This design comes from an exercise in tuning for small area, a short achievable clock period and few clock cycles per item on the open sky130 flow, not from production work.
The RTL was checked by simulation tests, not by an equivalence proof against the original design.
No activity file was given, so power comes from the tool's default toggle rates.

[design/flow/design.v]
`timescale 1ns / 1ps
package kst_pkg;
  localparam int ID_W     = 64;
  localparam int KEY_W    = 32;
  localparam int STATUS_W = 8;
  localparam int DATA_W   = 64;
  localparam int CODE_W   = 3;
  localparam int HIT_W    = 4;
  typedef enum logic [1:0] {
    ACT_WRITE  = 2'd0,
    ACT_READ   = 2'd1,
    ACT_DELETE = 2'd2,
    ACT_CLEAR  = 2'd3
  } act_t;
  typedef enum logic [CODE_W-1:0] {
    RES_UPDATED   = 3'd0,
    RES_INSERTED  = 3'd1,
    RES_REPLACED  = 3'd2,
    RES_READ_HIT  = 3'd3,
    RES_READ_MISS = 3'd4,
    RES_READ_BAD  = 3'd5,
    RES_DELETED   = 3'd6,
    RES_DEL_MISS  = 3'd7
  } res_t;
  typedef enum logic [1:0] {
    ST_IDLE,
    ST_SCAN,
    ST_COMMIT,
    ST_FINISH
  } st_t;
  typedef struct packed {
    logic [ID_W-1:0]            client;
    logic [ID_W-1:0]            server;
    logic signed [KEY_W-1:0]    key_id;
    logic [STATUS_W-1:0]        status;
    logic [DATA_W-1:0]          data;
  } entry_t;
  function automatic logic [ID_W-1:0] canon_id(input logic [ID_W-1:0] v);
    logic [ID_W-1:0] r;
    logic            live;
    r    = '0;
    live = 1'b1;
    for (int i = 0; i < 8; i++) begin
      live = live && (v[8*i +: 8] != 8'd0);
      if (live) begin
        r[8*i +: 8] = v[8*i +: 8];
      end
    end
    canon_id = r;
  endfunction
  function automatic logic id_empty(input logic [ID_W-1:0] v);
    id_empty = (v[7:0] == 8'd0);
  endfunction
endpackage
`timescale 1ns / 1ps
module kst_ram #(
  parameter int WIDTH = 8,
  parameter int DEPTH = 16
) (
  input  logic                                      clk,
  input  logic                                      we,
  input  logic [((DEPTH > 1) ? $clog2(DEPTH) : 1)-1:0] waddr,
  input  logic [WIDTH-1:0]                          wdata,
  input  logic [((DEPTH > 1) ? $clog2(DEPTH) : 1)-1:0] raddr,
  output logic [WIDTH-1:0]                          rdata
);
  logic [WIDTH-1:0] mem [DEPTH];
  always_ff @(posedge clk) begin
    if (we) begin
      mem[waddr] <= wdata;
    end
    rdata <= mem[raddr];
  end
endmodule
`timescale 1ns / 1ps
module keyed_session_table_unit #(
  parameter int NODES = 16
) (
  input  logic               clk,
  input  logic               rst,
  input  logic               req_valid,
  output logic               req_ready,
  input  logic [1:0]         req_action,
  input  logic [63:0]        req_client_id,
  input  logic [63:0]        req_server_id,
  input  logic signed [31:0] req_key_id,
  input  logic [7:0]         req_status_in,
  input  logic [63:0]        req_key_data,
  output logic               rsp_valid,
  input  logic               rsp_ready,
  output logic [2:0]         rsp_result_code,
  output logic [3:0]         rsp_hit_index,
  output logic signed [31:0] rsp_out_key_id,
  output logic [7:0]         rsp_out_status,
  output logic [63:0]        rsp_out_key_data
);
  localparam int IW = (NODES > 1) ? $clog2(NODES) : 1;
  localparam int CW = $clog2(NODES + 1);
  localparam logic [IW-1:0] LAST = IW'(NODES - 1);
  localparam int ENTRY_W = 2*kst_pkg::ID_W + kst_pkg::KEY_W + kst_pkg::STATUS_W + kst_pkg::DATA_W;
  kst_pkg::st_t state;
  kst_pkg::st_t state_next;
  kst_pkg::act_t   rq_act;
  kst_pkg::entry_t rq;
  logic [CW-1:0] issue_cnt;
  logic          cmp_valid;
  logic [IW-1:0] cmp_idx;
  logic          found;
  logic [IW-1:0] hit_idx;
  logic          empty_found;
  logic [IW-1:0] empty_idx;
  logic [NODES-1:0] valid_bits;
  kst_pkg::entry_t           ram_q;
  kst_pkg::entry_t           ent;
  kst_pkg::res_t                 res_code;
  logic [IW-1:0]        res_idx;
  logic signed [31:0]   res_key;
  logic [7:0]           res_status;
  logic [63:0]          res_data;
  logic [IW+3:0]        idx_wide;
  logic req_fire;
  logic issue_en;
  logic hit_now;
  logic scan_done;
  logic ent_empty;
  logic ids_eq;
  logic c_ne;
  logic s_ne;
  logic read_bad;
  logic out_free;
  logic ram_we;
  logic [IW-1:0] wr_idx;
  assign req_ready = (state == kst_pkg::ST_IDLE);
  assign req_fire  = req_valid && req_ready;
  assign out_free  = !rsp_valid || rsp_ready;
  assign read_bad = kst_pkg::id_empty(req_client_id) || kst_pkg::id_empty(req_server_id) ||
                    (req_key_id <= 32'sd0);
  assign issue_en = (state == kst_pkg::ST_SCAN) && (issue_cnt < CW'(NODES)) && !found;
  kst_ram #(
    .WIDTH (ENTRY_W),
    .DEPTH (NODES)
  ) u_ram (
    .clk   (clk),
    .we    (ram_we),
    .waddr (wr_idx),
    .wdata (rq),
    .raddr (issue_cnt[IW-1:0]),
    .rdata (ram_q)
  );
  assign ent       = valid_bits[cmp_idx] ? ram_q : '0;
  assign c_ne      = !kst_pkg::id_empty(ent.client);
  assign s_ne      = !kst_pkg::id_empty(ent.server);
  assign ids_eq    = (ent.client == rq.client) && (ent.server == rq.server);
  assign ent_empty = !c_ne && !s_ne;
  always_comb begin
    hit_now = 1'b0;
    if (cmp_valid && !found && (state == kst_pkg::ST_SCAN)) begin
      unique case (rq_act)
        kst_pkg::ACT_WRITE:  hit_now = c_ne && s_ne && ids_eq;
        kst_pkg::ACT_READ:   hit_now = c_ne && ids_eq && (ent.key_id == rq.key_id);
        kst_pkg::ACT_DELETE: hit_now = c_ne && ids_eq && (ent.key_id == rq.key_id) &&
                              (ent.status == rq.status);
        default:    hit_now = 1'b0;
      endcase
    end
  end
  assign scan_done = hit_now || (cmp_valid && (cmp_idx == LAST));
  always_comb begin
    priority if (found) begin
      wr_idx = hit_idx;
    end else if (empty_found) begin
      wr_idx = empty_idx;
    end else begin
      wr_idx = LAST;
    end
  end
  assign ram_we = (state == kst_pkg::ST_COMMIT) && (rq_act == kst_pkg::ACT_WRITE);
  always_ff @(posedge clk) begin
    if (rst) begin
      state <= kst_pkg::ST_IDLE;
    end else begin
      state <= state_next;
    end
  end
  always_comb begin
    state_next = state;
    unique case (state)
      kst_pkg::ST_IDLE: begin
        if (req_fire) begin
          if ((kst_pkg::act_t'(req_action) == kst_pkg::ACT_CLEAR) ||
              ((kst_pkg::act_t'(req_action) == kst_pkg::ACT_READ) && read_bad)) begin
            state_next = kst_pkg::ST_FINISH;
          end else begin
            state_next = kst_pkg::ST_SCAN;
          end
        end
      end
      kst_pkg::ST_SCAN: begin
        if (scan_done) begin
          state_next = kst_pkg::ST_COMMIT;
        end
      end
      kst_pkg::ST_COMMIT: begin
        state_next = kst_pkg::ST_FINISH;
      end
      kst_pkg::ST_FINISH: begin
        if (out_free) begin
          state_next = kst_pkg::ST_IDLE;
        end
      end
      default: begin
        state_next = kst_pkg::ST_IDLE;
      end
    endcase
  end
  always_ff @(posedge clk) begin
    if (req_fire) begin
      rq_act    <= kst_pkg::act_t'(req_action);
      rq.client <= kst_pkg::canon_id(req_client_id);
      rq.server <= kst_pkg::canon_id(req_server_id);
      rq.key_id <= req_key_id;
      rq.status <= req_status_in;
      rq.data   <= req_key_data;
    end
    if (rst) begin
      issue_cnt   <= '0;
      cmp_valid   <= 1'b0;
      found       <= 1'b0;
      empty_found <= 1'b0;
    end else if (req_fire) begin
      issue_cnt   <= '0;
      cmp_valid   <= 1'b0;
      found       <= 1'b0;
      empty_found <= 1'b0;
    end else if (state == kst_pkg::ST_SCAN) begin
      cmp_valid <= issue_en && !scan_done;
      if (issue_en) begin
        issue_cnt <= issue_cnt + CW'(1);
      end
      if (hit_now) begin
        found <= 1'b1;
      end
      if (cmp_valid && !empty_found && ent_empty) begin
        empty_found <= 1'b1;
      end
    end
  end
  always_ff @(posedge clk) begin
    if (issue_en) begin
      cmp_idx <= issue_cnt[IW-1:0];
    end
    if (hit_now) begin
      hit_idx <= cmp_idx;
    end
    if ((state == kst_pkg::ST_SCAN) && cmp_valid && !empty_found && ent_empty) begin
      empty_idx <= cmp_idx;
    end
  end
  always_ff @(posedge clk) begin
    if (rst) begin
      valid_bits <= '0;
    end else if (req_fire && (kst_pkg::act_t'(req_action) == kst_pkg::ACT_CLEAR)) begin
      valid_bits <= '0;
    end else if (ram_we) begin
      valid_bits[wr_idx] <= 1'b1;
    end else if ((state == kst_pkg::ST_COMMIT) && (rq_act == kst_pkg::ACT_DELETE) && found) begin
      valid_bits[hit_idx] <= 1'b0;
    end
  end
  always_ff @(posedge clk) begin
    if (req_fire) begin
      res_idx    <= '0;
      res_status <= '0;
      res_data   <= '0;
      if (kst_pkg::act_t'(req_action) == kst_pkg::ACT_READ) begin
        res_code <= kst_pkg::RES_READ_BAD;
        res_key  <= -32'sd1;
      end else begin
        res_code <= kst_pkg::RES_UPDATED;
        res_key  <= '0;
      end
    end else if (hit_now && (rq_act == kst_pkg::ACT_READ)) begin
      res_key    <= ent.key_id;
      res_status <= ent.status;
      res_data   <= ent.data;
    end else if (state == kst_pkg::ST_COMMIT) begin
      unique case (rq_act)
        kst_pkg::ACT_WRITE: begin
          res_idx <= wr_idx;
          priority if (found) begin
            res_code <= kst_pkg::RES_UPDATED;
          end else if (empty_found) begin
            res_code <= kst_pkg::RES_INSERTED;
          end else begin
            res_code <= kst_pkg::RES_REPLACED;
          end
        end
        kst_pkg::ACT_READ: begin
          if (found) begin
            res_code <= kst_pkg::RES_READ_HIT;
            res_idx  <= hit_idx;
          end else begin
            res_code <= kst_pkg::RES_READ_MISS;
          end
        end
        kst_pkg::ACT_DELETE: begin
          if (found) begin
            res_code <= kst_pkg::RES_DELETED;
            res_idx  <= hit_idx;
          end else begin
            res_code <= kst_pkg::RES_DEL_MISS;
          end
        end
        default: begin
          res_code <= kst_pkg::RES_UPDATED;
        end
      endcase
    end
  end
  assign idx_wide = {4'b0000, res_idx};
  always_ff @(posedge clk) begin
    if (rst) begin
      rsp_valid <= 1'b0;
    end else if ((state == kst_pkg::ST_FINISH) && out_free) begin
      rsp_valid <= 1'b1;
    end else if (rsp_ready) begin
      rsp_valid <= 1'b0;
    end
  end
  always_ff @(posedge clk) begin
    if ((state == kst_pkg::ST_FINISH) && out_free) begin
      rsp_result_code  <= res_code;
      rsp_hit_index    <= idx_wide[3:0];
      rsp_out_key_id   <= res_key;
      rsp_out_status   <= res_status;
      rsp_out_key_data <= res_data;
    end
  end
endmodule
[design/flow/run.sh]
#!/bin/bash
# synth_recipe.tcl (not shown) runs the flow's synth.tcl, then flattens the netlist and writes it again
# the make line also repeats each setting of config.mk as NAME=value (left out here)
make -C /OpenROAD-flow-scripts/flow DESIGN_CONFIG=/design/flow/config.mk WORK_HOME=/design/flow/orfs CLKGATE_MAP_FILE= SYNTH_SCRIPT=/design/flow/synth_recipe.tcl finish
[design/flow/config.mk]
export PLATFORM = sky130hd
export DESIGN_NAME = keyed_session_table_unit
export DESIGN_NICKNAME = keyed_session_table_unit
export VERILOG_FILES = /design/flow/design.v
export SDC_FILE = /design/flow/constraint.sdc
export NUM_CORES = 4
export LEC_CHECK = 0
export CAP_MARGIN = 20
export CORE_MARGIN = 2
export CORE_UTILIZATION = 40
export SLEW_MARGIN = 20
export SYNTH_MEMORY_MAX_BITS = 8192
[design/flow/constraint.sdc]
create_clock -name core_clock -period 8.0 [get_ports {clk}]
set_input_delay 1.6000 -clock core_clock [delete_from_list [all_inputs] [get_ports {clk}]]
set_output_delay 1.6000 -clock core_clock [all_outputs]
set_load 0.01 [all_outputs]
==> results by group <==
Outcome
  – Status: timing/DRC/antenna clean

Routing
  – Remaining DRCs: 0
  – Drt first pass iters: 7
  – Post-Route WL: 436,000 µm
  – Vias/cell: 5.74
  – Starting DRT DRC Count: 9,529
  – Post-route ant nets: 0
  – Vias: 78.5k
  – Routed wire per std cell: 31.9 µm

Clock network
  – Clk sinks: 4,439
  – Postcts setup bufs: 0
  – Clock root cell: clkbuf_16
  – Number of H-tree levels: 5
  – Total CTS buffers: 446
  – Clock Path Buffers: 4
  – Post-cts resize count: 0
  – Worst skew pair latency: 1.00 ns
  – # hold bufs at CTS: 0
  – Reg clk slew, reported paths: 0.06 ns
  – TritonCTS clock tree: done

Yosys
  – Syn Inst Count: 7,211
  – Yosys cell types: 71
  – Post-synthesis simple-gate area fraction: 0.0200
  – Synth top area share: 0.748
  – Xor/xnor share of the synthesized area: 0.00319
  – Sequential area share after synthesis: 0.789
  – Mapped cell area: 0.165 mm²
  – Largest area contributor in the netlist: edfxtp_1
  – Ranking of synthesized cells by area: edfxtp_1 75%, mux4_2 16%, dfxtp_1 4.1%, clkbuf_1 0.50%, and2_1 0.44%
  – Synth Area in Compound Gates: 0.0153
  – Post-synthesis register bit count: 4,439
  – Mean Syn Cell Area: 22.8 µm²
  – Top_reg_cell synth: edfxtp_1
  – Mux contribution to synthesized area: 0.160
  – Fraction of the mapped netlist area in adder cells: 0.00129
  – Post-synth EDFFs: 4,104
  – Syn nets: 7,466
  – Ys async rst share: 0
  – Largest family of logic cells by synthesized area: multiplexers
  – Yosys Warn Count: 2

Critical path
  – Path type of the worst setup path: flop to flop
  – Reg2reg end: res_key[19]
  – Worst-case reg-to-reg path depth: 12
  – Critical path peak fanout: 103
  – Worst path required time: 8.55 ns
  – WP data arrival: 6.80 ns
  – R2r setup slk: 1.75 ns
  – Worst setup EP type: flop
  – Worst r2r src: cmp_idx[2]
  – Crit path launch type: flop

Power
  – Power per Cell Area: 291 mW/mm²
  – Maximum VDD drop: 0.000212 V
  – Leak pwr: 57.7 nW

Global routing
  – Grt met3 use: 0.0320
  – Vias in the first global route: 80.0k
  – Met2 GRT Util: 0.331
  – GRT overflow: 0
  – GR Util All Layers: 0.206
  – Met1 usage: 0.292
  – Initial antenna violation count: 37
  – GRT Max-Usage Layer: met2
  – Global-route wire length before repair: 612,000 µm
  – Largest net degree at the start of global routing: 140

Job
  – Max Cap Viol: 0

Timing
  – Fmax: 160 MHz
  – Setup Skew: 0.0870 ns
  – RSZ-0062 raised after global routing: no
  – Fin. max-slew vios: 0
  – Hold Fails Final Rpt: 0
  – Setup TNS: 0 ns
  – Final setup vio count: 0
  – Tcrit/Tclk final: 0.782
  – Tightest Pin Transition: 1.17 ns
  – Final min period: 6.25 ns
  – Hold slack final: 0.416 ns
  – Slew headroom: 0.222

Finish
  – Layout net count: 8,087
  – Post-layout util: 0.465
  – Synth-to-Final Area Change: 15.6%
  – Share of cells above drive strength 1: 0.247

Floorplan
  – Core area: 0.410 mm²
  – DIE WIDTH: 646 µm
  – Core Rows: 235
  – Die Y: 646 µm
  – Initial core utilization: 0.402
  – Die Area: 0.417 mm²
  – IO Count: 351

Min path
  – Hold depth: 0
  – Worst Hold Class: flop to flop
  – Worst hold endpoint: rsp_out_status[4]
  – Worst Hold Launch: res_status[4]

Placement
  – Buffers on Ports: 350
  – Dpl hpwl: 230,000 µm
  – GPL Wtd Cong: 0.847
## layout make-up
cell class	count	area, µm²
fillers	33692	219000
flip-flops and latches	4439	130000
multi-input cells	2290	33000
clock buffers	598	12100
well taps	5451	6820
repair buffers	513	5480
clock inverters	241	2450
inverters	142	541
diodes	9	22.5
## worst max-delay path: stages (launching register included)
cell,delay (ns)
edfxtp_1,0.67
mux2_2,0.40
a32o_1,0.26
o21a_2,0.47
nor2_4,0.66
buf_4,0.61
o21ai_1,0.18
a222oi_1,0.56
nand4_1,0.16
or4_4,0.58
nor4b_4,0.32
or2_4,0.19
buf_12,0.52
## layer usage
metal  vias to the layer above  share of wire
li1                      31654              -
met1                     42779           0.42
met2                      3396           0.48
met3                       695          0.076
met4                        24          0.031
met5                         -        0.00034
## where the power goes
group | switching (mW) | internal (mW)
Sequential | 1.72 | 27.3
Combinational | 2.98 | 2.74
Clock | 8.90 | 11.9
## logic make-up after synthesis
logic type	after synthesis
compound gates	399
xor+xnor	60
fa+ha+maj	17
buf+inv	482
flops	4439
mux	1175
simple gates	639
## worst max-delay path by stage
stage,from,to,depth (start not counted)
after global placement,req_client_id[4],rq[227],12
after detailed placement,req_client_id[3],rq[229],12
after floorplan,found,u_ram.mem[0][0],6
after CTS,cmp_idx[2],res_key[19],12
final,cmp_idx[2],res_key[19],12
after global routing,cmp_idx[2],res_key[19],12
## registers in the layout, summed over array words and instances (netlist names), 2 cells and up
register          flops
res_idx               4
res_code              3
rsp_out_key_id       32
rq                  232
rsp_out_key_data     64
u_ram.rdata         232
res_status            8
rsp_out_status        8
rsp_hit_index         4
empty_idx             4
state                 2
cmp_idx               4
res_key              32
rsp_result_code       3
rq_act                2
res_data             64
issue_cnt             5
hit_idx               4
valid_bits           16
u_ram.mem          3712
## placed cells by master, fill, tap and decap left out, types with 14 or more instances in the layout
master	n
buf_12	53
xor2_1	14
clkinvlp_4	19
nand2b_1	19
o21ai_0	97
o22ai_1	23
nor4bb_1	15
a21oi_1	67
clkbuf_8	31
nor4_1	48
nor2_1	76
dfxtp_1	331
nand4_1	23
clkbuf_1	116
a22oi_1	16
o32ai_1	34
xnor2_1	46
a31oi_1	43
clkinv_2	86
inv_1	141
clkinv_1	62
edfxtp_1	4104
nor2_4	18
mux4_2	1161
nor3_1	36
buf_4	105
ha_1	17
nand2_1	165
bufinv_16	36
nand3_1	80
o21ai_1	49
and2_1	117
clkdlybuf4s50_1	350
clkbuf_16	451
## synth_stat cells (6+ instances only)
cell type,instances
a31oi_1,43
nor4bb_1,15
nor4_1,49
clkbuf_1,221
nand4_1,23
buf_4,11
dfxtp_1,335
a21boi_0,12
inv_1,141
o21ai_0,97
nor2b_1,11
o2111ai_1,7
o32a_1,6
a22oi_1,16
ha_1,17
mux4_2,1161
a221oi_1,8
edfxtp_1,4104
and2_1,117
nand2b_1,19
nor2_1,93
o22ai_1,23
a21oi_1,67
nor3_1,36
buf_2,20
nand2_1,167
buf_1,85
xor2_1,14
o32ai_1,34
o21ai_1,49
mux2i_1,12
xnor2_1,46
nand3_1,80
## per-stage QoR
step	area [µm²]	std cells	total power [mW]	setup WS (ns)
final	190000	13683	55.5	1.75
after global routing	190000	13676	57.2	1.46
after CTS	190000	13672	55.9	1.76
after detailed placement	176000	12833	35.2	1.16
after global placement	176000	12828	35.1	1.51
after floorplan	165000	7211	32.6	-3.90
Testbench counts, summed over its fixed seeds: cycles 486,370, items 32,000.

[what the ideal ports hide]
In the flow no input, the clock included, has a driving cell. The finished layout below was timed again as built, in two steps. Step 1: set_driving_cell puts a clkbuf_16 on clk and a buf_2 on each other input, an assumption about the parent block. Step 2 adds t to the input delays and takes it off the output delays; t is the mean of the earliest and latest rising clock arrival at the registers after step 1. Input paths then give back, and output paths get back, about the clock's delay inside the block. Slacks: ideal ports / drivers / drivers and shift; pairs: ideal ports / drivers.
t, ns: 1.082
setup WS [ns]: 1.747 / 1.747 / 1.350
clock arrival spread, ns: 0.092 / 0.092
worst data-port slew with drivers (ns): 0.18
cell pins on the clock port's net: 1
After both steps setup and hold are still met in this run. For this run, drivers alone change the setup slack by 0.000 ns; drivers and shift together by -0.397 ns.
